What follows belongs to an exercise in optimizing a design on an open flow for small area, a short achievable clock period and few clock cycles; a production flow would make more cautious choices. Only simulation tests tie the RTL to the original design; equivalence was not proved. Power figures rest on the tool's default switching activity, not on a simulated workload.

## flow/design.v (module list and top-level ports; edited modules follow where they fit)
// module mod509_reduce: 35 lines
// module fast_add: 35 lines
// module fast_gt: 26 lines
// module inv_table: 984 lines
// module series_sorter: 33 lines
// module sp_top: 145 lines
module sp_top
(
	input  logic         clk,
	input  logic         rst_n,
	input  sp_pkg::series_beat_t in_beat,
	input  sp_pkg::sp_mode_t     in_mode,
	output sp_pkg::series_beat_t out_beat
);
  // ...
==> flow/run.sh <==
#!/bin/bash
# synth_recipe.tcl (not shown) runs the flow's synth.tcl, then flattens the netlist and writes it again
# the make line also repeats each setting of config.mk as NAME=value (left out here)
make -C /OpenROAD-flow-scripts/flow DESIGN_CONFIG=/design/flow/config.mk WORK_HOME=/design/flow/orfs CLKGATE_MAP_FILE= SYNTH_SCRIPT=/design/flow/synth_recipe.tcl finish
==> flow/config.mk <==
export PLATFORM = sky130hd
export DESIGN_NAME = sp_top
export DESIGN_NICKNAME = sp_top
export VERILOG_FILES = /design/flow/design.v
export SDC_FILE = /design/flow/constraint.sdc
export NUM_CORES = 4
export LEC_CHECK = 0
export CAP_MARGIN = 20
export CORE_MARGIN = 2
export CORE_UTILIZATION = 40
export PLACE_DENSITY = 0.45
export SLEW_MARGIN = 20
export SYNTH_HIERARCHICAL = 1
==> flow/constraint.sdc <==
create_clock -name core_clock -period 10.0 [get_ports {clk}]
set_input_delay 2.0000 -clock core_clock [delete_from_list [all_inputs] [get_ports {clk}]]
set_output_delay 2.0000 -clock core_clock [all_outputs]
set_load 0.01 [all_outputs]
==> results.txt, run 1 <==
Run status:
- The flow ran to the end and the layout has no timing, DRC or antenna violations.

Critical path:
- Of all nets on the critical path, the largest fanout is 12.
- The worst register-to-register path ends at out_d[8]$_DFF_P_.

Power:
- The sequential power is 1.15 mW.
- The combinational power is between 2 and 3 mW.
- Of the total power, the clock network draws between 10% and 20%.
- The dominant power group is combinational logic.

Worst hold path:
- The depth of the worst hold-timing path is 0.
- In this run the most critical hold path is launched from a[2][3]$_DFFE_PP_.

Global routing:
- The number of global-route vias before repair came to between 10000 and 15000.
- The global-route total usage across every layer is 26.1%.
- The global routing met3 resource utilization is roughly 5.2%.

Layout:
- Across the whole layout, storage elements make up about 29% of the cell area.
- The share of final-layout standard cells stronger than drive strength 1 is 10.5%.
- Measured on the final layout, buffering overhead outside the clock network stands at around 2.9%.
- The flip-flop count of the largest register, all copies and words added is 50.

Synth:
- The total nets after synthesis is 1536.
- The number of enable flip-flop cells after synthesis is 97.
- Of the post-synthesis cell area, the part taken by muxes is 5.68%.

Routing:
- The uppermost metal layer occupied by signal nets is met4.
- The final layout contains routed wiring with a total length of approximately 43 mm.

Job:
- The tool flagged a number of max-cap violations equal to 0.

Placed design:
- The area after detailed placement is roughly 13000 µm².
- The wire-length estimate of the detail-placed layout is roughly 31 mm.

Clock tree:
- The clock passes through at most 2 buffers.

Floorplanning:
- The die covers 32700 µm².
- The number of tapcells is about 400.

STA:
- The final number of max-transition violations is 0.
Testbench counts, summed over its fixed seeds: cycles 6,624.
==> module series_sorter, before the edit <==
module series_sorter
(
	input  logic       clk,
	input  logic       shift,    
	input  logic       drain,
	input  logic [2:0] count,    
	input  logic [8:0] din,
	output logic       head_max,  
	output logic [8:0] head      
);
	localparam int N = 5;
	logic [8:0] ent [0:N-1];
	logic [N-1:0] up;
	logic [N-1:0] gt;
	generate
		for (genvar i = 0; i < N; i++) begin : cmp
			fast_gt #(.W(9)) gt_inst (.a(ent[i]), .b(din), .gt(gt[i]));
			assign up[i] = drain || (3'(i) >= count) || gt[i];
		end
	endgenerate
	always_ff @(posedge clk) begin
		if (shift) begin
			if (up[0])
				ent[0] <= din;
			for (int i = 1; i < N; i++) begin
				if (up[i])
					ent[i] <= up[i-1] ? ent[i-1] : din;
			end
		end
	end
	assign head = ent[N-1];
	assign head_max = up[N-1];
endmodule
==> run 2: changes to the inputs <==
==> flow/design.v (replaced) <==
package sp_pkg;
	typedef logic [9-1:0] residue_t;
	typedef logic [18-1:0] product_t;
	typedef struct packed {
		logic inv_en;
		logic sort_en;
	} sp_mode_t;
	typedef struct packed {
		logic     valid;
		residue_t data;
	} series_beat_t;
endpackage
`timescale 1ns/100ps
module mod509_reduce
(
	input  logic [10:0] t,
	output logic [8:0]  r
);
	logic [8:0] lo;
	logic [8:0] lo_m3;
	logic [8:0] lo_p3;
	logic c2;
	logic b2;
	logic wrap;
	assign lo = t[8:0];
	assign c2 = lo[1] | lo[0];
	assign lo_p3[0] = ~lo[0];
	assign lo_p3[1] = ~(lo[1] ^ lo[0]);
	assign b2 = ~(lo[1] & lo[0]);
	assign lo_m3[0] = ~lo[0];
	assign lo_m3[1] = lo[1] ^ lo[0];
	always_comb begin
		for (int i = 2; i < 9; i++) begin
			logic [8:0] m;
			m = ((9'h1 << i) - 9'h1) & ~9'h3;
			lo_p3[i] = lo[i] ^ (c2 && (&(lo | ~m)));
			lo_m3[i] = lo[i] ^ (b2 && !(|(lo & m)));
		end
	end
	assign wrap = (&lo[8:2]) & (lo[1] | lo[0]);
	always_comb begin
		case (t[10:9])
			2'd0:    r = lo_m3;
			2'd1:    r = wrap ? lo_p3 : lo;
			default: r = lo_p3;
		endcase
	end
endmodule
module fast_add #(parameter int W = 10)
(
	input  logic [W-1:0] a,
	input  logic [W-1:0] b,
	output logic [W:0]   s
);
	localparam int L = $clog2(W);
	logic [W-1:0] p;
	logic [W-1:0] g [0:L];
	logic [W-1:0] pp [0:L];
	assign p = a ^ b;
	assign g[0] = a & b;
	assign pp[0] = p;
	generate
		for (genvar l = 0; l < L; l++) begin : lvl
			for (genvar i = 0; i < W; i++) begin : bit_i
				if (((i >> l) & 1) == 1) begin : comb
					localparam int J = ((i >> l) << l) - 1;
					assign g[l+1][i] = g[l][i] | (pp[l][i] & g[l][J]);
					assign pp[l+1][i] = pp[l][i] & pp[l][J];
				end else begin : pass
					assign g[l+1][i] = g[l][i];
					assign pp[l+1][i] = pp[l][i];
				end
			end
		end
	endgenerate
	assign s[0] = p[0];
	generate
		for (genvar i = 1; i < W; i++) begin : sum_i
			assign s[i] = p[i] ^ g[L][i-1];
		end
	endgenerate
	assign s[W] = g[L][W-1];
endmodule
module fast_gt #(parameter int W = 9)
(
	input  logic [W-1:0] a,
	input  logic [W-1:0] b,
	output logic         gt
);
	localparam int L = $clog2(W);
	localparam int N = 1 << L;
	logic [N-1:0] g [0:L];
	logic [N-1:0] e [0:L];
	always_comb begin
		g[0] = '0;
		e[0] = '1;
		g[0][W-1:0] = a & ~b;
		e[0][W-1:0] = ~(a ^ b);
		for (int l = 0; l < L; l++) begin
			g[l+1] = '0;
			e[l+1] = '0;
			for (int i = 0; i < (N >> (l + 1)); i++) begin
				g[l+1][i] = g[l][2*i+1] | (e[l][2*i+1] & g[l][2*i]);
				e[l+1][i] = e[l][2*i+1] & e[l][2*i];
			end
		end
	end
	assign gt = g[L][0];
endmodule
`timescale 1ns/100ps
module inv_table ( 
    i7, i6, i5, i4, i3, i2, i1, i0,
    t8, t7, t6, t5, t4, t3, t2, t1, t0  );
  input  i7, i6, i5, i4, i3, i2, i1, i0;
  output t8, t7, t6, t5, t4, t3, t2, t1, t0;
  wire new_n18, new_n19, new_n20, new_n21, new_n22, new_n23, new_n24,
    new_n25, new_n26, new_n27, new_n28, new_n29, new_n30, new_n31, new_n32,
    new_n33, new_n34, new_n35, new_n36, new_n37, new_n38, new_n39, new_n40,
    new_n41, new_n42, new_n43, new_n44, new_n45, new_n46, new_n47, new_n48,
    new_n49, new_n50, new_n51, new_n52, new_n53, new_n54, new_n55, new_n56,
    new_n57, new_n58, new_n59, new_n60, new_n61, new_n62, new_n63, new_n64,
    new_n65, new_n66, new_n67, new_n68, new_n69, new_n70, new_n71, new_n72,
    new_n73, new_n74, new_n75, new_n76, new_n77, new_n78, new_n79, new_n80,
    new_n81, new_n82, new_n83, new_n84, new_n85, new_n86, new_n87, new_n88,
    new_n89, new_n90, new_n91, new_n92, new_n93, new_n94, new_n95, new_n96,
    new_n97, new_n98, new_n99, new_n100, new_n101, new_n102, new_n103,
    new_n104, new_n105, new_n106, new_n107, new_n108, new_n109, new_n110,
    new_n111, new_n112, new_n113, new_n114, new_n115, new_n116, new_n117,
    new_n118, new_n119, new_n120, new_n121, new_n122, new_n123, new_n124,
    new_n125, new_n126, new_n127, new_n128, new_n129, new_n130, new_n131,
    new_n132, new_n133, new_n134, new_n135, new_n136, new_n137, new_n138,
    new_n139, new_n140, new_n141, new_n142, new_n143, new_n144, new_n145,
    new_n146, new_n147, new_n148, new_n149, new_n150, new_n151, new_n152,
    new_n153, new_n154, new_n155, new_n156, new_n157, new_n158, new_n159,
    new_n160, new_n161, new_n162, new_n163, new_n164, new_n165, new_n166,
    new_n167, new_n168, new_n169, new_n170, new_n171, new_n172, new_n173,
    new_n174, new_n175, new_n177, new_n178, new_n179, new_n180, new_n181,
    new_n182, new_n183, new_n184, new_n185, new_n186, new_n187, new_n188,
    new_n189, new_n190, new_n191, new_n192, new_n193, new_n194, new_n195,
    new_n196, new_n197, new_n198, new_n199, new_n200, new_n201, new_n202,
    new_n203, new_n204, new_n205, new_n206, new_n207, new_n208, new_n209,
    new_n210, new_n211, new_n212, new_n213, new_n214, new_n215, new_n216,
    new_n217, new_n218, new_n219, new_n220, new_n221, new_n222, new_n223,
    new_n224, new_n225, new_n226, new_n227, new_n228, new_n229, new_n230,
    new_n231, new_n232, new_n233, new_n234, new_n235, new_n236, new_n237,
    new_n238, new_n239, new_n240, new_n241, new_n242, new_n243, new_n244,
    new_n245, new_n246, new_n247, new_n248, new_n249, new_n250, new_n251,
    new_n252, new_n253, new_n254, new_n255, new_n256, new_n257, new_n258,
    new_n259, new_n260, new_n261, new_n262, new_n263, new_n264, new_n265,
    new_n266, new_n267, new_n268, new_n269, new_n270, new_n271, new_n272,
    new_n273, new_n274, new_n276, new_n277, new_n278, new_n279, new_n280,
    new_n281, new_n282, new_n283, new_n284, new_n285, new_n286, new_n287,
    new_n288, new_n289, new_n290, new_n291, new_n292, new_n293, new_n294,
    new_n295, new_n296, new_n297, new_n298, new_n299, new_n300, new_n301,
    new_n302, new_n303, new_n304, new_n305, new_n306, new_n307, new_n308,
    new_n309, new_n310, new_n311, new_n312, new_n313, new_n314, new_n315,
    new_n316, new_n317, new_n318, new_n319, new_n320, new_n321, new_n322,
    new_n323, new_n324, new_n325, new_n326, new_n327, new_n328, new_n329,
    new_n330, new_n331, new_n332, new_n333, new_n334, new_n335, new_n336,
    new_n337, new_n338, new_n339, new_n340, new_n341, new_n342, new_n343,
    new_n344, new_n345, new_n346, new_n347, new_n348, new_n349, new_n350,
    new_n351, new_n352, new_n353, new_n354, new_n355, new_n356, new_n357,
    new_n358, new_n359, new_n360, new_n361, new_n362, new_n363, new_n364,
    new_n365, new_n366, new_n367, new_n368, new_n369, new_n370, new_n371,
    new_n372, new_n373, new_n374, new_n375, new_n376, new_n377, new_n378,
    new_n379, new_n380, new_n381, new_n382, new_n384, new_n385, new_n386,
    new_n387, new_n388, new_n389, new_n390, new_n391, new_n392, new_n393,
    new_n394, new_n395, new_n396, new_n397, new_n398, new_n399, new_n400,
    new_n401, new_n402, new_n403, new_n404, new_n405, new_n406, new_n407,
    new_n408, new_n409, new_n410, new_n411, new_n412, new_n413, new_n414,
    new_n415, new_n416, new_n417, new_n418, new_n419, new_n420, new_n421,
    new_n422, new_n423, new_n424, new_n425, new_n426, new_n427, new_n428,
    new_n429, new_n430, new_n431, new_n432, new_n433, new_n434, new_n435,
    new_n436, new_n437, new_n438, new_n439, new_n440, new_n441, new_n442,
    new_n443, new_n444, new_n445, new_n446, new_n447, new_n448, new_n449,
    new_n450, new_n451, new_n452, new_n453, new_n454, new_n455, new_n456,
    new_n457, new_n458, new_n459, new_n461, new_n462, new_n463, new_n464,
    new_n465, new_n466, new_n467, new_n468, new_n469, new_n470, new_n471,
    new_n472, new_n473, new_n474, new_n475, new_n476, new_n477, new_n478,
    new_n479, new_n480, new_n481, new_n482, new_n483, new_n484, new_n485,
    new_n486, new_n487, new_n488, new_n489, new_n490, new_n491, new_n492,
    new_n493, new_n494, new_n495, new_n496, new_n497, new_n498, new_n499,
    new_n500, new_n501, new_n502, new_n503, new_n504, new_n505, new_n506,
    new_n507, new_n508, new_n509, new_n510, new_n511, new_n512, new_n513,
    new_n514, new_n515, new_n516, new_n517, new_n518, new_n519, new_n520,
    new_n521, new_n522, new_n523, new_n524, new_n525, new_n526, new_n527,
    new_n528, new_n529, new_n530, new_n531, new_n532, new_n533, new_n534,
    new_n535, new_n536, new_n537, new_n538, new_n539, new_n540, new_n541,
    new_n543, new_n544, new_n545, new_n546, new_n547, new_n548, new_n549,
    new_n550, new_n551, new_n552, new_n553, new_n554, new_n555, new_n556,
    new_n557, new_n558, new_n559, new_n560, new_n561, new_n562, new_n563,
    new_n564, new_n565, new_n566, new_n567, new_n568, new_n569, new_n570,
    new_n571, new_n572, new_n573, new_n574, new_n575, new_n576, new_n577,
    new_n578, new_n579, new_n580, new_n581, new_n582, new_n583, new_n584,
    new_n585, new_n586, new_n587, new_n588, new_n589, new_n590, new_n591,
    new_n592, new_n593, new_n594, new_n595, new_n596, new_n597, new_n598,
    new_n599, new_n600, new_n601, new_n602, new_n603, new_n604, new_n605,
    new_n606, new_n607, new_n608, new_n609, new_n610, new_n611, new_n612,
    new_n613, new_n614, new_n615, new_n616, new_n617, new_n618, new_n619,
    new_n620, new_n621, new_n622, new_n623, new_n624, new_n625, new_n626,
    new_n628, new_n629, new_n630, new_n631, new_n632, new_n633, new_n634,
    new_n635, new_n636, new_n637, new_n638, new_n639, new_n640, new_n641,
    new_n642, new_n643, new_n644, new_n645, new_n646, new_n647, new_n648,
    new_n649, new_n650, new_n651, new_n652, new_n653, new_n654, new_n655,
    new_n656, new_n657, new_n658, new_n659, new_n660, new_n661, new_n662,
    new_n663, new_n664, new_n665, new_n666, new_n667, new_n668, new_n669,
    new_n670, new_n671, new_n672, new_n673, new_n674, new_n675, new_n676,
    new_n677, new_n678, new_n679, new_n680, new_n681, new_n682, new_n683,
    new_n684, new_n685, new_n686, new_n687, new_n688, new_n689, new_n690,
    new_n691, new_n692, new_n693, new_n694, new_n695, new_n697, new_n698,
    new_n699, new_n700, new_n701, new_n702, new_n703, new_n704, new_n705,
    new_n706, new_n707, new_n708, new_n709, new_n710, new_n711, new_n712,
    new_n713, new_n714, new_n715, new_n716, new_n717, new_n718, new_n719,
    new_n720, new_n721, new_n722, new_n723, new_n724, new_n725, new_n726,
    new_n727, new_n728, new_n729, new_n730, new_n731, new_n732, new_n733,
    new_n734, new_n735, new_n736, new_n737, new_n738, new_n739, new_n740,
    new_n741, new_n742, new_n743, new_n744, new_n745, new_n746, new_n747,
    new_n748, new_n749, new_n750, new_n751, new_n752, new_n753, new_n754,
    new_n755, new_n756, new_n757, new_n759, new_n760, new_n761, new_n762,
    new_n763, new_n764, new_n765, new_n766, new_n767, new_n768, new_n769,
    new_n770, new_n771, new_n772, new_n773, new_n774, new_n775, new_n776,
    new_n777, new_n778, new_n779, new_n780, new_n781, new_n782, new_n783,
    new_n784, new_n785, new_n786, new_n787, new_n788, new_n789, new_n790,
    new_n791, new_n792, new_n793, new_n794, new_n795, new_n796, new_n797,
    new_n798, new_n799, new_n800, new_n801, new_n802, new_n803, new_n804,
    new_n805, new_n806, new_n807, new_n808, new_n809, new_n810, new_n811,
    new_n812, new_n813, new_n814, new_n815;
  assign new_n18 = ~i4 & i3;
  assign new_n19 = ~i2 & i0;
  assign new_n20 = i2 & ~i0;
  assign new_n21 = ~new_n19 & ~new_n20;
  assign new_n22 = i5 & new_n21;
  assign new_n23 = i2 & i0;
  assign new_n24 = i2 & ~i1;
  assign new_n25 = ~new_n23 & ~new_n24;
  assign new_n26 = ~new_n22 & ~new_n25;
  assign new_n27 = new_n18 & new_n26;
  assign new_n28 = i4 & ~i2;
  assign new_n29 = ~i2 & ~i0;
  assign new_n30 = ~i3 & ~i1;
  assign new_n31 = ~new_n29 & new_n30;
  assign new_n32 = ~i5 & ~i1;
  assign new_n33 = i3 & new_n32;
  assign new_n34 = ~new_n31 & ~new_n33;
  assign new_n35 = new_n28 & ~new_n34;
  assign new_n36 = i4 & i2;
  assign new_n37 = i5 & ~i1;
  assign new_n38 = i3 & new_n37;
  assign new_n39 = new_n36 & new_n38;
  assign new_n40 = ~i7 & ~i6;
  assign new_n41 = ~new_n39 & new_n40;
  assign new_n42 = ~i5 & i2;
  assign new_n43 = ~i3 & i0;
  assign new_n44 = new_n42 & new_n43;
  assign new_n45 = ~i1 & new_n44;
  assign new_n46 = i5 & ~i0;
  assign new_n47 = ~i3 & i2;
  assign new_n48 = ~i1 & ~i0;
  assign new_n49 = new_n47 & ~new_n48;
  assign new_n50 = new_n46 & new_n49;
  assign new_n51 = ~new_n45 & ~new_n50;
  assign new_n52 = new_n41 & new_n51;
  assign new_n53 = ~new_n35 & new_n52;
  assign new_n54 = ~new_n27 & new_n53;
  assign new_n55 = i6 & ~i0;
  assign new_n56 = new_n21 & ~new_n55;
  assign new_n57 = new_n28 & new_n37;
  assign new_n58 = ~i4 & i2;
  assign new_n59 = ~i5 & i1;
  assign new_n60 = ~i3 & ~new_n59;
  assign new_n61 = ~new_n58 & new_n60;
  assign new_n62 = ~new_n57 & new_n61;
  assign new_n63 = new_n56 & new_n62;
  assign new_n64 = i5 & ~i2;
  assign new_n65 = new_n48 & new_n64;
  assign new_n66 = i2 & i1;
  assign new_n67 = i6 & i0;
  assign new_n68 = new_n66 & new_n67;
  assign new_n69 = ~new_n65 & ~new_n68;
  assign new_n70 = i3 & ~new_n69;
  assign new_n71 = ~i2 & new_n59;
  assign new_n72 = i6 & ~new_n71;
  assign new_n73 = ~i5 & ~i0;
  assign new_n74 = i3 & ~i2;
  assign new_n75 = new_n73 & new_n74;
  assign new_n76 = new_n72 & new_n75;
  assign new_n77 = ~i6 & new_n37;
  assign new_n78 = new_n23 & new_n77;
  assign new_n79 = ~new_n76 & ~new_n78;
  assign new_n80 = ~new_n70 & new_n79;
  assign new_n81 = ~new_n63 & new_n80;
  assign new_n82 = ~new_n37 & ~new_n59;
  assign new_n83 = new_n36 & ~new_n82;
  assign new_n84 = ~i3 & ~i0;
  assign new_n85 = i3 & i0;
  assign new_n86 = ~new_n84 & ~new_n85;
  assign new_n87 = new_n42 & new_n58;
  assign new_n88 = ~new_n86 & new_n87;
  assign new_n89 = i7 & i6;
  assign new_n90 = ~new_n88 & new_n89;
  assign new_n91 = ~new_n83 & new_n90;
  assign new_n92 = ~i5 & new_n28;
  assign new_n93 = new_n84 & new_n92;
  assign new_n94 = i7 & ~i6;
  assign new_n95 = i4 & i0;
  assign new_n96 = new_n37 & new_n95;
  assign new_n97 = new_n94 & ~new_n96;
  assign new_n98 = ~new_n93 & new_n97;
  assign new_n99 = ~new_n91 & ~new_n98;
  assign new_n100 = i3 & i1;
  assign new_n101 = ~i0 & new_n100;
  assign new_n102 = i3 & i2;
  assign new_n103 = ~i6 & new_n102;
  assign new_n104 = ~new_n101 & ~new_n103;
  assign new_n105 = ~new_n28 & new_n73;
  assign new_n106 = ~new_n104 & new_n105;
  assign new_n107 = ~i4 & ~i3;
  assign new_n108 = i1 & new_n20;
  assign new_n109 = new_n19 & new_n59;
  assign new_n110 = ~new_n108 & ~new_n109;
  assign new_n111 = new_n107 & ~new_n110;
  assign new_n112 = i4 & ~i0;
  assign new_n113 = i6 & new_n37;
  assign new_n114 = new_n112 & new_n113;
  assign new_n115 = ~new_n111 & ~new_n114;
  assign new_n116 = ~new_n106 & new_n115;
  assign new_n117 = ~new_n99 & new_n116;
  assign new_n118 = new_n81 & new_n117;
  assign new_n119 = ~new_n54 & ~new_n118;
  assign new_n120 = ~i5 & ~i2;
  assign new_n121 = ~i4 & new_n120;
  assign new_n122 = i6 & ~new_n121;
  assign new_n123 = ~i5 & new_n19;
  assign new_n124 = new_n122 & new_n123;
  assign new_n125 = new_n28 & new_n46;
  assign new_n126 = i3 & new_n125;
  assign new_n127 = ~new_n124 & ~new_n126;
  assign new_n128 = ~new_n119 & new_n127;
  assign new_n129 = i3 & new_n48;
  assign new_n130 = ~i7 & ~i4;
  assign new_n131 = i7 & i4;
  assign new_n132 = ~new_n130 & ~new_n131;
  assign new_n133 = new_n129 & ~new_n132;
  assign new_n134 = ~i7 & i6;
  assign new_n135 = ~new_n133 & new_n134;
  assign new_n136 = i0 & new_n32;
  assign new_n137 = new_n130 & new_n136;
  assign new_n138 = i5 & i1;
  assign new_n139 = ~i4 & ~i2;
  assign new_n140 = i0 & new_n139;
  assign new_n141 = new_n138 & new_n140;
  assign new_n142 = ~new_n137 & ~new_n141;
  assign new_n143 = new_n135 & new_n142;
  assign new_n144 = i4 & ~i3;
  assign new_n145 = ~i1 & i0;
  assign new_n146 = i2 & new_n145;
  assign new_n147 = ~new_n46 & ~new_n146;
  assign new_n148 = new_n144 & ~new_n147;
  assign new_n149 = ~i5 & ~new_n107;
  assign new_n150 = new_n20 & ~new_n60;
  assign new_n151 = ~new_n149 & new_n150;
  assign new_n152 = ~new_n148 & ~new_n151;
  assign new_n153 = new_n143 & new_n152;
  assign new_n154 = ~new_n128 & ~new_n153;
  assign new_n155 = ~i7 & ~i2;
  assign new_n156 = i0 & new_n59;
  assign new_n157 = ~new_n155 & ~new_n156;
  assign new_n158 = ~i6 & ~i3;
  assign new_n159 = new_n109 & ~new_n158;
  assign new_n160 = i6 & i3;
  assign new_n161 = ~new_n46 & ~new_n138;
  assign new_n162 = new_n160 & new_n161;
  assign new_n163 = ~new_n159 & ~new_n162;
  assign new_n164 = new_n111 & new_n163;
  assign new_n165 = i4 & ~new_n163;
  assign new_n166 = ~i4 & ~i0;
  assign new_n167 = new_n37 & new_n166;
  assign new_n168 = ~i3 & new_n167;
  assign new_n169 = i0 & new_n138;
  assign new_n170 = ~new_n73 & ~new_n169;
  assign new_n171 = new_n18 & ~new_n170;
  assign new_n172 = ~new_n168 & ~new_n171;
  assign new_n173 = ~new_n165 & new_n172;
  assign new_n174 = ~new_n164 & new_n173;
  assign new_n175 = ~new_n157 & ~new_n174;
  assign t8 = new_n154 | new_n175;
  assign new_n177 = new_n48 & new_n139;
  assign new_n178 = new_n134 & new_n177;
  assign new_n179 = i4 & ~new_n37;
  assign new_n180 = new_n23 & new_n179;
  assign new_n181 = new_n99 & ~new_n180;
  assign new_n182 = new_n32 & new_n36;
  assign new_n183 = i1 & i0;
  assign new_n184 = i4 & new_n48;
  assign new_n185 = ~new_n183 & ~new_n184;
  assign new_n186 = i2 & ~new_n59;
  assign new_n187 = ~new_n185 & new_n186;
  assign new_n188 = ~new_n182 & ~new_n187;
  assign new_n189 = ~new_n19 & new_n59;
  assign new_n190 = ~new_n136 & ~new_n189;
  assign new_n191 = new_n147 & new_n190;
  assign new_n192 = ~i6 & new_n191;
  assign new_n193 = new_n188 & new_n192;
  assign new_n194 = ~i2 & new_n73;
  assign new_n195 = ~new_n193 & ~new_n194;
  assign new_n196 = i4 & ~new_n195;
  assign new_n197 = ~i4 & ~new_n32;
  assign new_n198 = i6 & i2;
  assign new_n199 = ~new_n197 & new_n198;
  assign new_n200 = ~i2 & i1;
  assign new_n201 = ~i0 & new_n200;
  assign new_n202 = ~new_n199 & ~new_n201;
  assign new_n203 = i2 & ~new_n37;
  assign new_n204 = ~i6 & ~i4;
  assign new_n205 = ~new_n19 & new_n204;
  assign new_n206 = ~new_n203 & new_n205;
  assign new_n207 = i6 & i5;
  assign new_n208 = ~i4 & ~i1;
  assign new_n209 = i4 & i1;
  assign new_n210 = ~new_n208 & ~new_n209;
  assign new_n211 = new_n207 & new_n210;
  assign new_n212 = ~new_n206 & ~new_n211;
  assign new_n213 = new_n202 & new_n212;
  assign new_n214 = ~new_n196 & new_n213;
  assign new_n215 = ~new_n181 & ~new_n214;
  assign new_n216 = ~i6 & i0;
  assign new_n217 = ~i7 & ~new_n216;
  assign new_n218 = ~new_n107 & new_n138;
  assign new_n219 = new_n217 & new_n218;
  assign new_n220 = ~new_n89 & new_n139;
  assign new_n221 = new_n113 & new_n220;
  assign new_n222 = ~i3 & ~new_n221;
  assign new_n223 = ~new_n219 & new_n222;
  assign new_n224 = ~new_n215 & new_n223;
  assign new_n225 = new_n18 & new_n146;
  assign new_n226 = ~i7 & i4;
  assign new_n227 = ~new_n183 & new_n226;
  assign new_n228 = ~new_n22 & new_n227;
  assign new_n229 = ~i6 & i5;
  assign new_n230 = ~new_n24 & new_n229;
  assign new_n231 = ~new_n37 & new_n130;
  assign new_n232 = ~new_n230 & ~new_n231;
  assign new_n233 = ~new_n228 & new_n232;
  assign new_n234 = i6 & ~new_n190;
  assign new_n235 = ~new_n233 & ~new_n234;
  assign new_n236 = ~new_n193 & new_n235;
  assign new_n237 = new_n20 & ~new_n167;
  assign new_n238 = ~new_n138 & ~new_n237;
  assign new_n239 = ~i6 & ~new_n238;
  assign new_n240 = i1 & new_n125;
  assign new_n241 = ~new_n182 & ~new_n240;
  assign new_n242 = ~new_n121 & ~new_n167;
  assign new_n243 = i6 & ~new_n242;
  assign new_n244 = i6 & ~new_n145;
  assign new_n245 = i4 & ~new_n29;
  assign new_n246 = ~new_n244 & new_n245;
  assign new_n247 = i5 & ~i4;
  assign new_n248 = new_n23 & new_n247;
  assign new_n249 = i7 & ~new_n248;
  assign new_n250 = ~new_n246 & new_n249;
  assign new_n251 = ~new_n243 & new_n250;
  assign new_n252 = new_n241 & new_n251;
  assign new_n253 = ~new_n239 & new_n252;
  assign new_n254 = i3 & ~new_n253;
  assign new_n255 = ~new_n236 & new_n254;
  assign new_n256 = ~new_n225 & ~new_n255;
  assign new_n257 = ~new_n224 & new_n256;
  assign new_n258 = new_n19 & new_n94;
  assign new_n259 = new_n32 & new_n258;
  assign new_n260 = ~new_n21 & new_n247;
  assign new_n261 = new_n40 & ~new_n200;
  assign new_n262 = new_n260 & new_n261;
  assign new_n263 = ~new_n259 & ~new_n262;
  assign new_n264 = new_n24 & new_n131;
  assign new_n265 = ~new_n144 & ~new_n264;
  assign new_n266 = ~new_n82 & new_n216;
  assign new_n267 = ~new_n265 & new_n266;
  assign new_n268 = ~i6 & ~new_n32;
  assign new_n269 = new_n47 & new_n73;
  assign new_n270 = ~new_n268 & new_n269;
  assign new_n271 = ~new_n199 & new_n270;
  assign new_n272 = ~new_n267 & ~new_n271;
  assign new_n273 = new_n263 & new_n272;
  assign new_n274 = ~new_n257 & new_n273;
  assign t7 = new_n178 | ~new_n274;
  assign new_n276 = ~new_n20 & ~new_n100;
  assign new_n277 = ~i7 & ~new_n276;
  assign new_n278 = ~new_n19 & ~new_n277;
  assign new_n279 = new_n30 & new_n131;
  assign new_n280 = i1 & ~new_n144;
  assign new_n281 = ~new_n84 & new_n130;
  assign new_n282 = ~new_n280 & ~new_n281;
  assign new_n283 = ~new_n279 & new_n282;
  assign new_n284 = ~new_n278 & ~new_n283;
  assign new_n285 = i5 & ~new_n284;
  assign new_n286 = ~i5 & ~new_n264;
  assign new_n287 = new_n66 & new_n130;
  assign new_n288 = new_n18 & new_n183;
  assign new_n289 = ~new_n287 & ~new_n288;
  assign new_n290 = new_n286 & new_n289;
  assign new_n291 = ~i3 & i1;
  assign new_n292 = ~i7 & new_n23;
  assign new_n293 = new_n291 & new_n292;
  assign new_n294 = i7 & ~i3;
  assign new_n295 = new_n177 & ~new_n294;
  assign new_n296 = ~new_n293 & ~new_n295;
  assign new_n297 = new_n290 & new_n296;
  assign new_n298 = i7 & i2;
  assign new_n299 = ~i0 & ~new_n298;
  assign new_n300 = new_n132 & new_n280;
  assign new_n301 = new_n299 & new_n300;
  assign new_n302 = i0 & ~new_n18;
  assign new_n303 = ~i2 & ~new_n210;
  assign new_n304 = new_n302 & new_n303;
  assign new_n305 = ~new_n301 & ~new_n304;
  assign new_n306 = new_n297 & new_n305;
  assign new_n307 = ~new_n285 & ~new_n306;
  assign new_n308 = new_n183 & ~new_n307;
  assign new_n309 = ~i6 & ~new_n308;
  assign new_n310 = ~new_n132 & new_n302;
  assign new_n311 = i7 & ~i0;
  assign new_n312 = new_n18 & new_n311;
  assign new_n313 = ~new_n36 & ~new_n312;
  assign new_n314 = ~new_n310 & new_n313;
  assign new_n315 = new_n32 & ~new_n314;
  assign new_n316 = ~new_n298 & ~new_n315;
  assign new_n317 = new_n84 & ~new_n316;
  assign new_n318 = i7 & ~i4;
  assign new_n319 = new_n37 & new_n318;
  assign new_n320 = ~i7 & i5;
  assign new_n321 = ~new_n138 & ~new_n320;
  assign new_n322 = ~i3 & ~new_n138;
  assign new_n323 = i4 & ~new_n322;
  assign new_n324 = ~new_n321 & new_n323;
  assign new_n325 = ~new_n319 & ~new_n324;
  assign new_n326 = new_n21 & ~new_n325;
  assign new_n327 = ~new_n307 & ~new_n326;
  assign new_n328 = ~new_n317 & new_n327;
  assign new_n329 = ~new_n309 & ~new_n328;
  assign new_n330 = i5 & ~new_n24;
  assign new_n331 = ~new_n21 & new_n330;
  assign new_n332 = ~i7 & ~new_n75;
  assign new_n333 = ~new_n331 & new_n332;
  assign new_n334 = ~i6 & ~new_n333;
  assign new_n335 = ~i6 & new_n108;
  assign new_n336 = ~new_n123 & ~new_n335;
  assign new_n337 = ~i3 & ~new_n336;
  assign new_n338 = ~i5 & i3;
  assign new_n339 = new_n146 & new_n338;
  assign new_n340 = i0 & new_n200;
  assign new_n341 = ~new_n65 & ~new_n340;
  assign new_n342 = ~new_n339 & new_n341;
  assign new_n343 = ~new_n337 & new_n342;
  assign new_n344 = ~new_n334 & new_n343;
  assign new_n345 = ~new_n31 & ~new_n101;
  assign new_n346 = ~new_n194 & new_n345;
  assign new_n347 = i3 & ~new_n59;
  assign new_n348 = ~new_n346 & new_n347;
  assign new_n349 = ~new_n24 & ~new_n200;
  assign new_n350 = new_n84 & ~new_n349;
  assign new_n351 = ~new_n44 & new_n131;
  assign new_n352 = ~new_n350 & new_n351;
  assign new_n353 = ~new_n348 & new_n352;
  assign new_n354 = ~i2 & new_n48;
  assign new_n355 = ~new_n100 & ~new_n354;
  assign new_n356 = i7 & ~i5;
  assign new_n357 = ~new_n355 & new_n356;
  assign new_n358 = i7 & i0;
  assign new_n359 = new_n38 & new_n358;
  assign new_n360 = ~i4 & ~new_n50;
  assign new_n361 = ~new_n359 & new_n360;
  assign new_n362 = ~new_n357 & new_n361;
  assign new_n363 = ~new_n353 & ~new_n362;
  assign new_n364 = ~new_n344 & new_n363;
  assign new_n365 = new_n21 & new_n318;
  assign new_n366 = new_n229 & new_n365;
  assign new_n367 = i3 & ~new_n145;
  assign new_n368 = ~i2 & ~new_n367;
  assign new_n369 = new_n338 & new_n368;
  assign new_n370 = ~i3 & new_n138;
  assign new_n371 = i2 & new_n338;
  assign new_n372 = ~new_n370 & ~new_n371;
  assign new_n373 = ~i0 & ~new_n372;
  assign new_n374 = new_n21 & new_n38;
  assign new_n375 = ~new_n49 & ~new_n374;
  assign new_n376 = ~new_n373 & new_n375;
  assign new_n377 = ~new_n369 & new_n376;
  assign new_n378 = new_n366 & new_n377;
  assign new_n379 = ~i4 & new_n40;
  assign new_n380 = ~new_n377 & new_n379;
  assign new_n381 = ~new_n378 & ~new_n380;
  assign new_n382 = ~new_n364 & new_n381;
  assign t6 = new_n329 | ~new_n382;
  assign new_n384 = new_n247 & new_n298;
  assign new_n385 = new_n107 & ~new_n274;
  assign new_n386 = ~new_n384 & ~new_n385;
  assign new_n387 = ~new_n274 & new_n384;
  assign new_n388 = i0 & ~new_n387;
  assign new_n389 = ~new_n386 & new_n388;
  assign new_n390 = new_n20 & ~new_n226;
  assign new_n391 = new_n74 & ~new_n166;
  assign new_n392 = new_n47 & new_n226;
  assign new_n393 = ~new_n391 & ~new_n392;
  assign new_n394 = ~new_n390 & new_n393;
  assign new_n395 = new_n59 & ~new_n394;
  assign new_n396 = i3 & ~new_n209;
  assign new_n397 = new_n358 & new_n396;
  assign new_n398 = ~new_n279 & ~new_n397;
  assign new_n399 = new_n42 & ~new_n398;
  assign new_n400 = new_n42 & new_n130;
  assign new_n401 = ~new_n247 & ~new_n400;
  assign new_n402 = new_n30 & ~new_n401;
  assign new_n403 = ~new_n18 & ~new_n294;
  assign new_n404 = new_n354 & ~new_n403;
  assign new_n405 = ~i6 & ~new_n404;
  assign new_n406 = ~new_n402 & new_n405;
  assign new_n407 = ~new_n399 & new_n406;
  assign new_n408 = ~new_n395 & new_n407;
  assign new_n409 = i2 & ~new_n49;
  assign new_n410 = ~new_n133 & new_n409;
  assign new_n411 = new_n226 & ~new_n367;
  assign new_n412 = ~new_n365 & ~new_n411;
  assign new_n413 = new_n410 & new_n412;
  assign new_n414 = new_n325 & new_n413;
  assign new_n415 = ~i7 & new_n369;
  assign new_n416 = new_n136 & new_n294;
  assign new_n417 = i6 & ~new_n240;
  assign new_n418 = ~new_n416 & new_n417;
  assign new_n419 = ~new_n100 & ~new_n156;
  assign new_n420 = new_n131 & ~new_n419;
  assign new_n421 = i1 & ~new_n358;
  assign new_n422 = ~new_n129 & ~new_n421;
  assign new_n423 = ~i7 & ~i0;
  assign new_n424 = new_n121 & ~new_n423;
  assign new_n425 = ~new_n422 & new_n424;
  assign new_n426 = ~new_n420 & ~new_n425;
  assign new_n427 = new_n418 & new_n426;
  assign new_n428 = ~new_n415 & new_n427;
  assign new_n429 = ~new_n414 & new_n428;
  assign new_n430 = ~new_n408 & ~new_n429;
  assign new_n431 = new_n102 & new_n423;
  assign new_n432 = ~new_n368 & ~new_n431;
  assign new_n433 = ~i4 & ~new_n423;
  assign new_n434 = ~i6 & ~new_n433;
  assign new_n435 = ~new_n432 & new_n434;
  assign new_n436 = new_n47 & new_n55;
  assign new_n437 = ~new_n23 & new_n131;
  assign new_n438 = ~new_n436 & ~new_n437;
  assign new_n439 = ~new_n435 & new_n438;
  assign new_n440 = ~new_n30 & ~new_n439;
  assign new_n441 = ~i7 & new_n67;
  assign new_n442 = ~new_n130 & ~new_n146;
  assign new_n443 = ~new_n441 & new_n442;
  assign new_n444 = ~i6 & ~i0;
  assign new_n445 = ~new_n30 & ~new_n100;
  assign new_n446 = ~new_n444 & ~new_n445;
  assign new_n447 = ~new_n443 & new_n446;
  assign new_n448 = ~new_n177 & ~new_n447;
  assign new_n449 = ~new_n440 & new_n448;
  assign new_n450 = i5 & ~new_n449;
  assign new_n451 = new_n85 & new_n400;
  assign new_n452 = ~i5 & ~i3;
  assign new_n453 = ~new_n94 & ~new_n452;
  assign new_n454 = new_n29 & ~new_n294;
  assign new_n455 = ~new_n453 & new_n454;
  assign new_n456 = ~new_n451 & ~new_n455;
  assign new_n457 = new_n449 & ~new_n456;
  assign new_n458 = ~new_n450 & ~new_n457;
  assign new_n459 = ~new_n430 & new_n458;
  assign t5 = new_n389 | ~new_n459;
  assign new_n461 = ~i5 & ~new_n21;
  assign new_n462 = ~new_n349 & new_n461;
  assign new_n463 = ~i1 & new_n64;
  assign new_n464 = ~new_n462 & ~new_n463;
  assign new_n465 = new_n444 & ~new_n464;
  assign new_n466 = i3 & new_n331;
  assign new_n467 = i6 & new_n291;
  assign new_n468 = i0 & ~new_n64;
  assign new_n469 = new_n467 & new_n468;
  assign new_n470 = new_n30 & new_n46;
  assign new_n471 = i4 & ~new_n470;
  assign new_n472 = ~new_n78 & new_n471;
  assign new_n473 = ~new_n469 & new_n472;
  assign new_n474 = ~new_n466 & new_n473;
  assign new_n475 = ~new_n465 & new_n474;
  assign new_n476 = ~i2 & new_n30;
  assign new_n477 = new_n67 & new_n476;
  assign new_n478 = ~new_n269 & ~new_n477;
  assign new_n479 = ~new_n76 & new_n478;
  assign new_n480 = ~i5 & new_n100;
  assign new_n481 = new_n56 & new_n480;
  assign new_n482 = ~new_n46 & ~new_n48;
  assign new_n483 = ~new_n340 & new_n482;
  assign new_n484 = new_n158 & ~new_n483;
  assign new_n485 = ~new_n481 & ~new_n484;
  assign new_n486 = new_n479 & new_n485;
  assign new_n487 = new_n475 & ~new_n486;
  assign new_n488 = ~new_n194 & ~new_n200;
  assign new_n489 = new_n158 & ~new_n488;
  assign new_n490 = new_n59 & new_n84;
  assign new_n491 = ~new_n489 & ~new_n490;
  assign new_n492 = ~new_n475 & new_n491;
  assign new_n493 = i7 & ~new_n492;
  assign new_n494 = ~new_n487 & new_n493;
  assign new_n495 = ~new_n47 & ~new_n74;
  assign new_n496 = new_n208 & new_n495;
  assign new_n497 = ~new_n129 & ~new_n340;
  assign new_n498 = ~new_n496 & new_n497;
  assign new_n499 = i5 & ~new_n498;
  assign new_n500 = new_n21 & new_n144;
  assign new_n501 = ~new_n349 & new_n500;
  assign new_n502 = i0 & new_n480;
  assign new_n503 = new_n92 & new_n145;
  assign new_n504 = ~i6 & ~new_n503;
  assign new_n505 = ~new_n502 & new_n504;
  assign new_n506 = ~new_n501 & new_n505;
  assign new_n507 = ~new_n499 & new_n506;
  assign new_n508 = new_n108 & new_n247;
  assign new_n509 = i4 & new_n183;
  assign new_n510 = ~new_n495 & new_n509;
  assign new_n511 = i6 & ~new_n510;
  assign new_n512 = ~new_n508 & new_n511;
  assign new_n513 = new_n241 & new_n512;
  assign new_n514 = new_n21 & new_n37;
  assign new_n515 = ~new_n200 & ~new_n514;
  assign new_n516 = new_n107 & ~new_n515;
  assign new_n517 = ~new_n18 & ~new_n144;
  assign new_n518 = ~i1 & ~new_n517;
  assign new_n519 = new_n191 & new_n518;
  assign new_n520 = ~new_n516 & ~new_n519;
  assign new_n521 = new_n513 & new_n520;
  assign new_n522 = ~i7 & ~new_n521;
  assign new_n523 = ~new_n507 & new_n522;
  assign new_n524 = ~new_n101 & new_n186;
  assign new_n525 = ~i4 & ~new_n29;
  assign new_n526 = new_n72 & new_n525;
  assign new_n527 = ~new_n524 & new_n526;
  assign new_n528 = ~new_n73 & new_n158;
  assign new_n529 = new_n26 & new_n528;
  assign new_n530 = ~new_n527 & ~new_n529;
  assign new_n531 = ~new_n320 & ~new_n530;
  assign new_n532 = new_n492 & new_n531;
  assign new_n533 = ~new_n81 & new_n312;
  assign new_n534 = new_n247 & new_n444;
  assign new_n535 = ~i6 & ~new_n311;
  assign new_n536 = new_n245 & new_n535;
  assign new_n537 = ~new_n534 & ~new_n536;
  assign new_n538 = new_n100 & ~new_n537;
  assign new_n539 = ~new_n533 & ~new_n538;
  assign new_n540 = ~new_n532 & new_n539;
  assign new_n541 = ~new_n523 & new_n540;
  assign t4 = new_n494 | ~new_n541;
  assign new_n543 = new_n59 & new_n495;
  assign new_n544 = ~t8 & new_n543;
  assign new_n545 = ~new_n166 & ~new_n544;
  assign new_n546 = ~new_n94 & ~new_n423;
  assign new_n547 = ~i2 & ~new_n40;
  assign new_n548 = new_n59 & ~new_n107;
  assign new_n549 = ~new_n547 & new_n548;
  assign new_n550 = ~new_n546 & new_n549;
  assign new_n551 = new_n298 & new_n467;
  assign new_n552 = new_n24 & new_n160;
  assign new_n553 = i7 & new_n138;
  assign new_n554 = new_n64 & new_n158;
  assign new_n555 = ~new_n553 & ~new_n554;
  assign new_n556 = ~new_n552 & new_n555;
  assign new_n557 = ~new_n551 & new_n556;
  assign new_n558 = ~new_n550 & new_n557;
  assign new_n559 = ~new_n545 & ~new_n558;
  assign new_n560 = ~new_n20 & ~new_n67;
  assign new_n561 = new_n86 & new_n560;
  assign new_n562 = ~new_n436 & ~new_n561;
  assign new_n563 = new_n226 & ~new_n562;
  assign new_n564 = ~new_n36 & ~new_n139;
  assign new_n565 = new_n358 & new_n564;
  assign new_n566 = new_n23 & new_n226;
  assign new_n567 = ~new_n220 & ~new_n566;
  assign new_n568 = ~new_n565 & new_n567;
  assign new_n569 = i3 & ~new_n568;
  assign new_n570 = new_n47 & ~new_n204;
  assign new_n571 = new_n310 & new_n570;
  assign new_n572 = i2 & new_n536;
  assign new_n573 = ~new_n29 & ~new_n107;
  assign new_n574 = ~new_n23 & new_n89;
  assign new_n575 = ~new_n573 & new_n574;
  assign new_n576 = i5 & ~new_n575;
  assign new_n577 = ~new_n572 & new_n576;
  assign new_n578 = ~new_n571 & new_n577;
  assign new_n579 = ~new_n569 & new_n578;
  assign new_n580 = i6 & ~new_n43;
  assign new_n581 = ~new_n131 & new_n580;
  assign new_n582 = ~new_n281 & new_n581;
  assign new_n583 = i6 & ~new_n95;
  assign new_n584 = new_n294 & ~new_n583;
  assign new_n585 = new_n120 & ~new_n584;
  assign new_n586 = ~new_n582 & new_n585;
  assign new_n587 = i6 & ~new_n358;
  assign new_n588 = new_n107 & ~new_n587;
  assign new_n589 = ~i0 & ~new_n131;
  assign new_n590 = ~new_n43 & ~new_n160;
  assign new_n591 = ~new_n589 & new_n590;
  assign new_n592 = new_n42 & ~new_n591;
  assign new_n593 = ~new_n588 & new_n592;
  assign new_n594 = ~new_n586 & ~new_n593;
  assign new_n595 = ~new_n579 & new_n594;
  assign new_n596 = ~new_n563 & ~new_n595;
  assign new_n597 = ~i1 & ~new_n596;
  assign new_n598 = new_n288 & new_n292;
  assign new_n599 = ~new_n19 & ~new_n247;
  assign new_n600 = i7 & ~new_n599;
  assign new_n601 = ~new_n92 & ~new_n566;
  assign new_n602 = ~new_n260 & new_n601;
  assign new_n603 = ~new_n600 & new_n602;
  assign new_n604 = new_n291 & ~new_n603;
  assign new_n605 = ~new_n598 & ~new_n604;
  assign new_n606 = i6 & ~new_n605;
  assign new_n607 = i4 & i3;
  assign new_n608 = new_n158 & new_n298;
  assign new_n609 = ~new_n607 & ~new_n608;
  assign new_n610 = i5 & new_n66;
  assign new_n611 = ~new_n217 & new_n610;
  assign new_n612 = new_n134 & new_n340;
  assign new_n613 = new_n71 & new_n94;
  assign new_n614 = ~new_n612 & ~new_n613;
  assign new_n615 = ~new_n611 & new_n614;
  assign new_n616 = ~new_n609 & ~new_n615;
  assign new_n617 = ~new_n138 & ~new_n298;
  assign new_n618 = new_n158 & ~new_n617;
  assign new_n619 = ~new_n89 & ~new_n207;
  assign new_n620 = new_n74 & ~new_n619;
  assign new_n621 = ~new_n618 & ~new_n620;
  assign new_n622 = new_n112 & ~new_n553;
  assign new_n623 = ~new_n621 & new_n622;
  assign new_n624 = ~new_n616 & ~new_n623;
  assign new_n625 = ~new_n606 & new_n624;
  assign new_n626 = ~new_n597 & new_n625;
  assign t3 = new_n559 | ~new_n626;
  assign new_n628 = ~new_n46 & ~new_n58;
  assign new_n629 = i2 & ~new_n628;
  assign new_n630 = ~new_n462 & new_n629;
  assign new_n631 = new_n73 & new_n131;
  assign new_n632 = ~new_n320 & ~new_n631;
  assign new_n633 = new_n48 & ~new_n632;
  assign new_n634 = new_n138 & ~new_n423;
  assign new_n635 = ~new_n292 & ~new_n634;
  assign new_n636 = ~new_n137 & new_n635;
  assign new_n637 = new_n201 & new_n226;
  assign new_n638 = i7 & new_n19;
  assign new_n639 = ~new_n208 & new_n638;
  assign new_n640 = ~new_n637 & ~new_n639;
  assign new_n641 = new_n636 & new_n640;
  assign new_n642 = ~new_n633 & new_n641;
  assign new_n643 = ~new_n630 & new_n642;
  assign new_n644 = ~new_n122 & ~new_n643;
  assign new_n645 = ~new_n109 & ~new_n247;
  assign new_n646 = i7 & ~new_n645;
  assign new_n647 = ~i4 & i1;
  assign new_n648 = ~new_n299 & new_n647;
  assign new_n649 = i6 & ~new_n140;
  assign new_n650 = ~new_n648 & new_n649;
  assign new_n651 = new_n71 & new_n112;
  assign new_n652 = ~new_n200 & new_n320;
  assign new_n653 = new_n599 & new_n652;
  assign new_n654 = ~new_n651 & ~new_n653;
  assign new_n655 = new_n650 & new_n654;
  assign new_n656 = ~new_n646 & new_n655;
  assign new_n657 = new_n188 & new_n656;
  assign new_n658 = ~new_n644 & ~new_n657;
  assign new_n659 = i3 & ~new_n658;
  assign new_n660 = ~new_n311 & ~new_n441;
  assign new_n661 = new_n59 & ~new_n660;
  assign new_n662 = ~new_n59 & new_n423;
  assign new_n663 = new_n179 & ~new_n662;
  assign new_n664 = ~new_n661 & new_n663;
  assign new_n665 = ~i2 & ~new_n664;
  assign new_n666 = i6 & ~new_n210;
  assign new_n667 = ~i7 & new_n184;
  assign new_n668 = new_n311 & new_n647;
  assign new_n669 = new_n203 & ~new_n668;
  assign new_n670 = ~new_n667 & new_n669;
  assign new_n671 = ~new_n666 & new_n670;
  assign new_n672 = i5 & new_n298;
  assign new_n673 = ~new_n246 & new_n672;
  assign new_n674 = ~new_n55 & new_n320;
  assign new_n675 = ~new_n258 & ~new_n674;
  assign new_n676 = ~new_n673 & new_n675;
  assign new_n677 = ~new_n671 & new_n676;
  assign new_n678 = ~new_n665 & new_n677;
  assign new_n679 = i0 & ~new_n155;
  assign new_n680 = new_n204 & new_n679;
  assign new_n681 = new_n441 & ~new_n564;
  assign new_n682 = ~i3 & ~new_n681;
  assign new_n683 = ~new_n680 & new_n682;
  assign new_n684 = ~new_n678 & new_n683;
  assign new_n685 = ~new_n659 & ~new_n684;
  assign new_n686 = ~new_n138 & ~new_n166;
  assign new_n687 = ~new_n132 & new_n335;
  assign new_n688 = ~i7 & ~new_n158;
  assign new_n689 = ~new_n25 & new_n688;
  assign new_n690 = ~new_n258 & ~new_n689;
  assign new_n691 = ~new_n687 & new_n690;
  assign new_n692 = ~new_n686 & ~new_n691;
  assign new_n693 = new_n370 & new_n423;
  assign new_n694 = ~new_n366 & ~new_n693;
  assign new_n695 = ~new_n692 & new_n694;
  assign t2 = new_n685 | ~new_n695;
  assign new_n697 = i4 & ~new_n73;
  assign new_n698 = new_n24 & ~new_n697;
  assign new_n699 = i5 & new_n19;
  assign new_n700 = new_n134 & ~new_n699;
  assign new_n701 = ~new_n698 & new_n700;
  assign new_n702 = i5 & i0;
  assign new_n703 = ~new_n253 & new_n702;
  assign new_n704 = ~i5 & new_n166;
  assign new_n705 = new_n89 & ~new_n704;
  assign new_n706 = ~new_n703 & new_n705;
  assign new_n707 = ~new_n701 & ~new_n706;
  assign new_n708 = new_n21 & ~new_n247;
  assign new_n709 = new_n421 & new_n708;
  assign new_n710 = ~new_n707 & ~new_n709;
  assign new_n711 = new_n96 & new_n547;
  assign new_n712 = ~new_n92 & ~new_n108;
  assign new_n713 = ~new_n184 & ~new_n189;
  assign new_n714 = new_n712 & new_n713;
  assign new_n715 = new_n40 & ~new_n714;
  assign new_n716 = ~new_n711 & ~new_n715;
  assign new_n717 = ~new_n710 & new_n716;
  assign new_n718 = ~i3 & ~new_n717;
  assign new_n719 = new_n28 & ~new_n515;
  assign new_n720 = ~i0 & new_n71;
  assign new_n721 = ~i4 & new_n48;
  assign new_n722 = ~new_n37 & ~new_n721;
  assign new_n723 = ~new_n720 & new_n722;
  assign new_n724 = ~i7 & ~new_n723;
  assign new_n725 = new_n628 & ~new_n632;
  assign new_n726 = ~new_n145 & ~new_n247;
  assign new_n727 = new_n298 & ~new_n726;
  assign new_n728 = ~new_n725 & ~new_n727;
  assign new_n729 = ~new_n724 & new_n728;
  assign new_n730 = ~new_n719 & new_n729;
  assign new_n731 = ~new_n47 & ~new_n730;
  assign new_n732 = new_n226 & new_n268;
  assign new_n733 = ~new_n731 & new_n732;
  assign new_n734 = new_n160 & ~new_n730;
  assign new_n735 = ~new_n71 & ~new_n169;
  assign new_n736 = ~new_n18 & ~new_n218;
  assign new_n737 = ~new_n735 & new_n736;
  assign new_n738 = ~new_n185 & new_n338;
  assign new_n739 = ~new_n168 & ~new_n177;
  assign new_n740 = ~new_n738 & new_n739;
  assign new_n741 = ~new_n737 & new_n740;
  assign new_n742 = new_n94 & ~new_n741;
  assign new_n743 = i3 & ~new_n216;
  assign new_n744 = ~i1 & ~new_n743;
  assign new_n745 = ~new_n311 & ~new_n744;
  assign new_n746 = new_n66 & ~new_n607;
  assign new_n747 = ~new_n60 & new_n746;
  assign new_n748 = ~new_n218 & ~new_n400;
  assign new_n749 = ~new_n747 & new_n748;
  assign new_n750 = ~new_n745 & ~new_n749;
  assign new_n751 = ~new_n229 & ~new_n697;
  assign new_n752 = ~new_n104 & ~new_n132;
  assign new_n753 = ~new_n751 & new_n752;
  assign new_n754 = ~new_n750 & ~new_n753;
  assign new_n755 = ~new_n742 & new_n754;
  assign new_n756 = ~new_n734 & new_n755;
  assign new_n757 = ~new_n733 & new_n756;
  assign t1 = new_n718 | ~new_n757;
  assign new_n759 = new_n107 & ~new_n735;
  assign new_n760 = ~new_n57 & ~new_n125;
  assign new_n761 = ~new_n759 & new_n760;
  assign new_n762 = i7 & ~new_n761;
  assign new_n763 = ~new_n42 & ~new_n320;
  assign new_n764 = new_n517 & ~new_n763;
  assign new_n765 = ~i1 & new_n58;
  assign new_n766 = ~new_n764 & ~new_n765;
  assign new_n767 = ~i0 & ~new_n766;
  assign new_n768 = ~new_n132 & ~new_n294;
  assign new_n769 = new_n66 & new_n702;
  assign new_n770 = ~new_n768 & new_n769;
  assign new_n771 = ~i7 & ~new_n23;
  assign new_n772 = new_n38 & new_n771;
  assign new_n773 = ~i6 & ~new_n772;
  assign new_n774 = ~new_n770 & new_n773;
  assign new_n775 = ~new_n315 & new_n774;
  assign new_n776 = ~new_n767 & new_n775;
  assign new_n777 = ~new_n762 & new_n776;
  assign new_n778 = i4 & ~i1;
  assign new_n779 = ~i5 & ~new_n778;
  assign new_n780 = ~new_n153 & new_n779;
  assign new_n781 = ~new_n370 & ~new_n780;
  assign new_n782 = ~new_n298 & ~new_n781;
  assign new_n783 = ~new_n95 & new_n322;
  assign new_n784 = ~new_n782 & ~new_n783;
  assign new_n785 = new_n132 & ~new_n464;
  assign new_n786 = new_n130 & new_n201;
  assign new_n787 = ~i5 & i0;
  assign new_n788 = new_n131 & ~new_n787;
  assign new_n789 = ~new_n248 & ~new_n788;
  assign new_n790 = i1 & ~new_n789;
  assign new_n791 = ~new_n786 & ~new_n790;
  assign new_n792 = ~new_n785 & new_n791;
  assign new_n793 = ~new_n784 & new_n792;
  assign new_n794 = i6 & ~new_n793;
  assign new_n795 = ~new_n777 & ~new_n794;
  assign new_n796 = new_n338 & new_n786;
  assign new_n797 = ~new_n226 & ~new_n796;
  assign new_n798 = ~new_n113 & ~new_n158;
  assign new_n799 = i0 & ~new_n798;
  assign new_n800 = ~i6 & new_n71;
  assign new_n801 = new_n346 & ~new_n800;
  assign new_n802 = ~new_n799 & new_n801;
  assign new_n803 = ~new_n797 & ~new_n802;
  assign new_n804 = i7 & i3;
  assign new_n805 = ~new_n66 & new_n804;
  assign new_n806 = ~new_n444 & new_n805;
  assign new_n807 = ~new_n167 & new_n806;
  assign new_n808 = ~i2 & ~new_n209;
  assign new_n809 = ~new_n201 & new_n808;
  assign new_n810 = new_n67 & ~new_n247;
  assign new_n811 = ~new_n179 & new_n810;
  assign new_n812 = ~new_n809 & ~new_n811;
  assign new_n813 = new_n807 & new_n812;
  assign new_n814 = ~new_n598 & ~new_n813;
  assign new_n815 = ~new_n803 & new_n814;
  assign t0 = new_n795 | ~new_n815;
endmodule
`timescale 1ns/100ps
module series_sorter
(
	input  logic       clk,
	input  logic       shift,    
	input  logic       drain,
	input  logic [2:0] count,    
	input  logic [8:0] din,
	output logic       head_gt,   
	output logic [8:0] head      
);
	localparam int N = 5;
	logic [8:0] ent [0:N-1];
	logic [N-1:0] up;
	logic [N-1:0] gt;
	generate
		for (genvar i = 0; i < N; i++) begin : cmp
			fast_gt #(.W(9)) gt_inst (.a(ent[i]), .b(din), .gt(gt[i]));
			assign up[i] = drain || (3'(i) >= count) || gt[i];
		end
	endgenerate
	always_ff @(posedge clk) begin
		if (shift) begin
			if (up[0])
				ent[0] <= din;
			for (int i = 1; i < N; i++) begin
				if (up[i])
					ent[i] <= up[i-1] ? ent[i-1] : din;
			end
		end
	end
	assign head = ent[N-1];
	assign head_gt = gt[N-1];
endmodule
`timescale 1ns/100ps
module sp_top
(
	input  logic         clk,
	input  logic         rst_n,
	input  sp_pkg::series_beat_t in_beat,
	input  sp_pkg::sp_mode_t     in_mode,
	output sp_pkg::series_beat_t out_beat
);
	localparam logic [2:0] LAST = 3'(6 - 1);
	logic v1;
	logic [2:0] cnt1;
	logic [7:0] idx1;
	logic sgn1;
	logic [8:0] u1;
	logic [8:0] u_in;
	sp_pkg::sp_mode_t mode_r;
	always_ff @(posedge clk or negedge rst_n) begin
		if (!rst_n) begin
			v1 <= 1'b0;
			cnt1 <= '0;
		end else begin
			v1 <= in_beat.valid;
			if (in_beat.valid)
				cnt1 <= (cnt1 == LAST) ? '0 : cnt1 + 3'd1;
		end
	end
	assign u_in = in_beat.data + 9'd1;
	always_ff @(posedge clk) begin
		sgn1 <= u_in[8];
		idx1 <= u_in[7:0] ^ {8{u_in[8]}};
		if (in_beat.valid && cnt1 == '0)
			mode_r <= in_mode;
	end
	logic v2;
	logic idle;
	logic from_in;
	logic sort_nx;
	logic [8:0] u_nx;
	logic [8:0] w_nx;
	logic [8:0] u2;
	logic [9:0] q2;
	logic [8:0] inv1;
	assign idle = (cnt1 == '0) && !v1;
	assign from_in = idle || !mode_r.inv_en;
	assign sort_nx = idle ? in_mode.sort_en : mode_r.sort_en;
	logic [8:0] t1;
	assign u1 = {sgn1, idx1 ^ {8{sgn1}}};
	inv_table tab_inst (
		.i7(idx1[7]), .i6(idx1[6]), .i5(idx1[5]), .i4(idx1[4]),
		.i3(idx1[3]), .i2(idx1[2]), .i1(idx1[1]), .i0(idx1[0]),
		.t8(t1[8]), .t7(t1[7]), .t6(t1[6]), .t5(t1[5]), .t4(t1[4]),
		.t3(t1[3]), .t2(t1[2]), .t1(t1[1]), .t0(t1[0])
	);
	assign inv1 = t1 ^ {9{sgn1}};
	assign u_nx = from_in ? u_in : u1;
	assign w_nx = from_in ? u_in : inv1;
	always_ff @(posedge clk or negedge rst_n) begin
		if (!rst_n)
			v2 <= 1'b0;
		else if (idle)
			v2 <= in_beat.valid && !in_mode.inv_en;
		else
			v2 <= mode_r.inv_en ? v1 : in_beat.valid;
	end
	always_ff @(posedge clk) begin
		u2 <= u_nx;
		q2 <= sort_nx ? {1'b0, w_nx} : {w_nx, 1'b0};
	end
	logic [2:0] k3;
	logic dr;
	logic sort;
	logic sh;
	logic last_in;
	logic out_v;
	logic [8:0] out_d;
	logic [9:0] uw;
	logic [9:0] a [0:6-2];
	logic [8:0] s_head;
	logic head_gt;
	logic [10:0] t_a;
	logic [10:0] t_b;
	logic [10:0] t_sum;
	logic [8:0] r;
	assign sort = mode_r.sort_en;
	assign sh = dr || (sort && v2);
	assign last_in = sort && v2 && (k3 == LAST);
	assign uw = 10'(u2) + q2;
	series_sorter sort_inst (
		.clk      (clk),
		.shift    (sh),
		.drain    (dr),
		.count    (k3),
		.din      (q2[8:0]),
		.head_gt  (head_gt),
		.head     (s_head)
	);
	always_ff @(posedge clk) begin
		if (sh) begin
			a[0] <= uw;
			for (int i = 1; i < 6 - 2; i++)
				a[i] <= a[i-1];
		end
		if (sh)
			a[6-2] <= a[6-3];
		else if (!sort_nx)
			a[6-2] <= 10'(u_nx);
	end
	fast_add #(.W(10)) add_a (.a(a[6-2]), .b(10'(s_head)), .s(t_a));
	fast_add #(.W(10)) add_b (.a(a[6-2]), .b(q2), .s(t_b));
	assign t_sum = (sort && (dr || head_gt)) ? t_a : t_b;
	mod509_reduce red_inst (
		.t (t_sum),
		.r (r)
	);
	always_ff @(posedge clk or negedge rst_n) begin
		if (!rst_n) begin
			k3 <= '0;
			dr <= 1'b0;
			out_v <= 1'b0;
		end else begin
			out_v <= dr || (v2 && (!sort || k3 == LAST));
			if (dr) begin
				if (k3 == LAST) begin
					dr <= 1'b0;
					k3 <= '0;
				end else begin
					k3 <= k3 + 3'd1;
				end
			end else if (last_in) begin
				dr <= 1'b1;
				k3 <= 3'd1;
			end else if (sort && v2) begin
				k3 <= k3 + 3'd1;
			end
		end
	end
	always_ff @(posedge clk)
		out_d <= r;
	assign out_beat = {out_v, out_d};
endmodule
==> flow/flow/run.sh (new file) <==
#!/bin/bash
set -o pipefail
export SETUP_SLACK_MARGIN=6.7
bash standard.sh > standard.log 2>&1
==> flow/standard.sh (new file) <==
#!/bin/bash
# synth_recipe.tcl (not shown) runs the flow's synth.tcl, then flattens the netlist and writes it again
# the make line also repeats each setting of config.mk as NAME=value (left out here)
make -C /OpenROAD-flow-scripts/flow DESIGN_CONFIG=/design/flow/config.mk WORK_HOME=/design/flow/orfs CLKGATE_MAP_FILE= SYNTH_SCRIPT=/design/flow/synth_recipe.tcl "${@:-finish}"
removed: flow/run.sh
==> results.txt, run 2 <==
Synth:
- The largest area contributor in the netlist is edfxtp_1.
- The average instance area after synthesis is 9.20 µm².
- The count of different cell masters after synthesis is a little over 90.
- The proportion of synthesized flip-flops having asynchronous set or reset is 6.94%.
- After synthesis the netlist holds a flip-flop and latch count of roughly 140.
- The total nets after synthesis is 1388 (-9.6%).
- Of the post-synthesis cell area, the dominant cell type holds approximately a quarter.
- The prevailing post-synth register cell is edfxtp_1.
- After synthesis, the cell types taking the most area are edfxtp_1 25%, ha_1 12%, dfxtp_1 6.4%, mux2_2 5.3%, nand2_1 3.5%.
- The dominant cell by count in the synthesized netlist is ha_1.
- The number of enable flip-flop cells after synthesis is 97 (unchanged).
- The synthesized cell area is 11500 µm².
- The warning count from the yosys run is 19.

Critical path:
- In this design, the critical path's most frequently occurring cell is a21o_1.
- STA classifies the critical path endpoint as a flip-flop.
- The launching element type of the critical path is a flip-flop.
- The largest fanout of any net on the critical path is 3 (-9).
- The critical path is of the reg -> reg type.
- Data arrives at the worst endpoint at approximately 3.6 ns.
- On the critical path, the stage with the largest delay is an instance of edfxtp_1.
- The kind of cell with the highest combined delay along the critical path is adder cells.
- The required time at the endpoint of the critical path is approximately 10 ns.

Clock tree:
- The worst-case clock buffer depth is 2 (unchanged).
- The clock transition time at the flip-flop clock pins of the worst setup and hold paths is roughly 0.09 ns.
- The root buffer cell chosen for the clock tree is clkbuf_16.
- CTS built an H-tree with a depth of 4.
- In this run, post-CTS hold repair placed 0 buffers.
- At the later pin of the worst-skew pair, clock insertion delay measures roughly 0.44 ns.

Run status:
- The run finished with no timing, DRC or antenna violations.

Job:
- The max-cap violation count is 0 (unchanged).

Placed design:
- Routability-driven placement finished with a final weighted congestion of slightly below 1.
- The area after detailed placement is 12100 µm² (-6.8%).
- The detailed placement HPWL is 28.1 mm (-8.0%).
- Port buffering added 23 buffers.

Layout:
- The leading cell type in the layout, fill and taps excluded is nand2_1.
- The largest registers in the layout are a (50), sort_inst.ent (45), q2 (10).
- The final cell area excluding filler cells is about 14000 µm².
- The filler cells instantiated in the layout total ~2700.
- The flip-flop count of the largest register, all copies and words added is 50 (unchanged).
- The share of final-layout standard cells stronger than drive strength 1 is 23.5% (+13 points).
- In the layout the commonest cells are 106 x nand2_1, 97 x edfxtp_1, 92 x ha_1.
- Compared with the post-synthesis result, the final layout area differs by 21.5%.
- For this run, the post-layout net count is 1461.
- The register with the most flip-flops is a.

Global routing:
- The remaining global-route overflow is 0.
- The initial antenna violation count is 2.
- The global-route total usage across every layer is 27.1% (+1.1 points).
- The wire length of the first global-routing pass is between 60 and 70 mm.
- Global routing used 41.4% of the available met2 tracks.
- Entering global routing, the biggest net connects 56 pins.
- The number of global-route vias before repair is 10200 (-5.1%).
- The global routing met3 resource utilization is 6.34% (+1.1 points).

Power:
- The maximum vdd ir drop is around 0.00015 V.
- Summed over all cells, the static leakage comes to roughly 5.6 nW.

Floorplanning:
- The number of core rows is 62.
- The floorplan step set the die width to around 170 µm.
- The die is around 170 µm tall.
- The placeable core region is ~29000 µm².
- The floorplan die area is 30200 µm² (-7.6%).

Routing:
- The ratio of routed vias to standard cells is approximately 6.2.
- The total DRC errors in the routed layout is 0.
- The first routing iteration left between 1000 and 1500 violations.
- The final routed wirelength across all metal layers came to 42.7 mm (-0.85%).
- The detailed-routing iteration count for the pre-antenna-repair pass is 6.

STA:
- After routing, the total negative slack on setup checks comes to 0 ns.
- Setup violations remaining at the end of the flow were counted as 0.
- The highest clock rate is 0.301 GHz.
- The final number of max-transition violations is 0 (unchanged).
- The largest clock skew in the final design is between 0.02 and 0.025 ns.
- At the pin with the least slew margin, the transition time is 1.04 ns.

Worst hold path:
- The min-delay analysis places its worst path in the category reg -> reg.
## run 2: cell types whose count changed in the layout (fill, tap and decap cells not counted), sizes merged, moves of 7 or more
cell           previous run  this run
nor2                     86        78
clkdlybuf4s50            23         6
o21ai                    96        75
inv                     105        92
ha                      121       112
a21oi                    92        80
a31oi                    18         9
nor4                     16         9
dlygate4sd2               0        10
buf                      22       103
## run 2: worst paths after layout
check	from	end	slack, ns	depth (start not counted)
min reg2reg	a[2][1]$_DFFE_PP_	a[3][1]$_DFFE_PP_	0.41	0
min	a[2][1]$_DFFE_PP_	a[3][1]$_DFFE_PP_	0.41	0
max in group asynchronous	rst_n	v2$_DFF_PN0_	7.74	1
min in group asynchronous	rst_n	k3[0]$_DFFE_PN0P_	1.90	1
max	a[4][0]$_DFFE_PP_	out_d[7]$_DFF_P_	6.68	10
max reg2reg	a[4][0]$_DFFE_PP_	out_d[7]$_DFF_P_	6.68	10
## run 2: cells by family (layout without fill, tap and decap cells)
| family | count (synthesis) | after routing | share of synthesized area (%) |
|---|---|---|---|
| AOI/OAI and AO/OA | 340 | 340 | 19.9 |
| and+or+nand+nor | 364 | 364 | 16.1 |
| xor gates and xnor gates | 54 | 54 | 4.17 |
| adders and majority gates | 121 | 121 | 13.7 |
| muxes | 64 | 64 | 6.20 |
| other | 1 | 1 | 0.0325 |
| buffers and inverters | 165 | 251 | 6.09 |
| DFF | 144 | 144 | 33.9 |
## run 2: what timing repair did
action | in CTS | in global routing
setup endpoints to repair | 40 | 25
buffers inserted | 46 | 35
pin swaps | 21 | 21
resized for setup | 102 | 83
cloned | 1 | 4
## run 2: final cells by class
cell class,instances,area [µm²],share of cell area (%)
flip-flops and latches,144,3940,28.1
clock inverters,15,183,1.30
inverters,90,360,2.57
multi-input cells,944,7400,52.8
repair buffers,129,1210,8.67
well taps,384,480,3.43
clock buffers,17,425,3.04
## run 2: power breakdown
part           internal [mW]  switching (mW)  leakage (nW)  total, mW
Combinational           1.41            1.71          3.94       3.13
Clock                  0.341           0.327         0.293      0.668
Sequential             0.950           0.163          1.35       1.11
Total                   2.71            2.20          5.58       4.91
## run 2: metal layers
metal  up-vias  part of all wire, %
met3       184                  9.0
met5         -                0.030
met1      5105                   42
li1       4794                    -
met4         2                  5.5
met2       630                   43
## run 2: per-stage QoR
stage	util, %	std cells	power [mW]	setup slack, ns	hold WS (ns)
after detailed placement	42.3	1605	3.64	5.88	0.406
after global routing	49.1	1723	5.25	6.57	0.416
after floorplan	-	1253	2.96	6.72	0.400
final	49.1	1723	4.91	6.68	0.407
after global placement	42.3	1604	3.66	5.63	0.402
after CTS	46.8	1684	4.64	6.64	0.411
## run 2: per-module statistics from Yosys (local to each module, per instance), excerpt
module	flops+latches	cells inside
sp_top	99	311
inv_table	0	541
series_sorter	45	95
mod509_reduce	0	75
Testbench counts of run 2, summed over its fixed seeds: cycles 6,624.

Re-timed with assumed drivers on the ports (clkbuf_16 on the clock, buf_2 on other inputs), run 2 has 6.682 ns of setup slack against 6.682 ns with ideal ports, and 6.310 ns once port delays also move by the mid clock arrival of 0.475 ns.
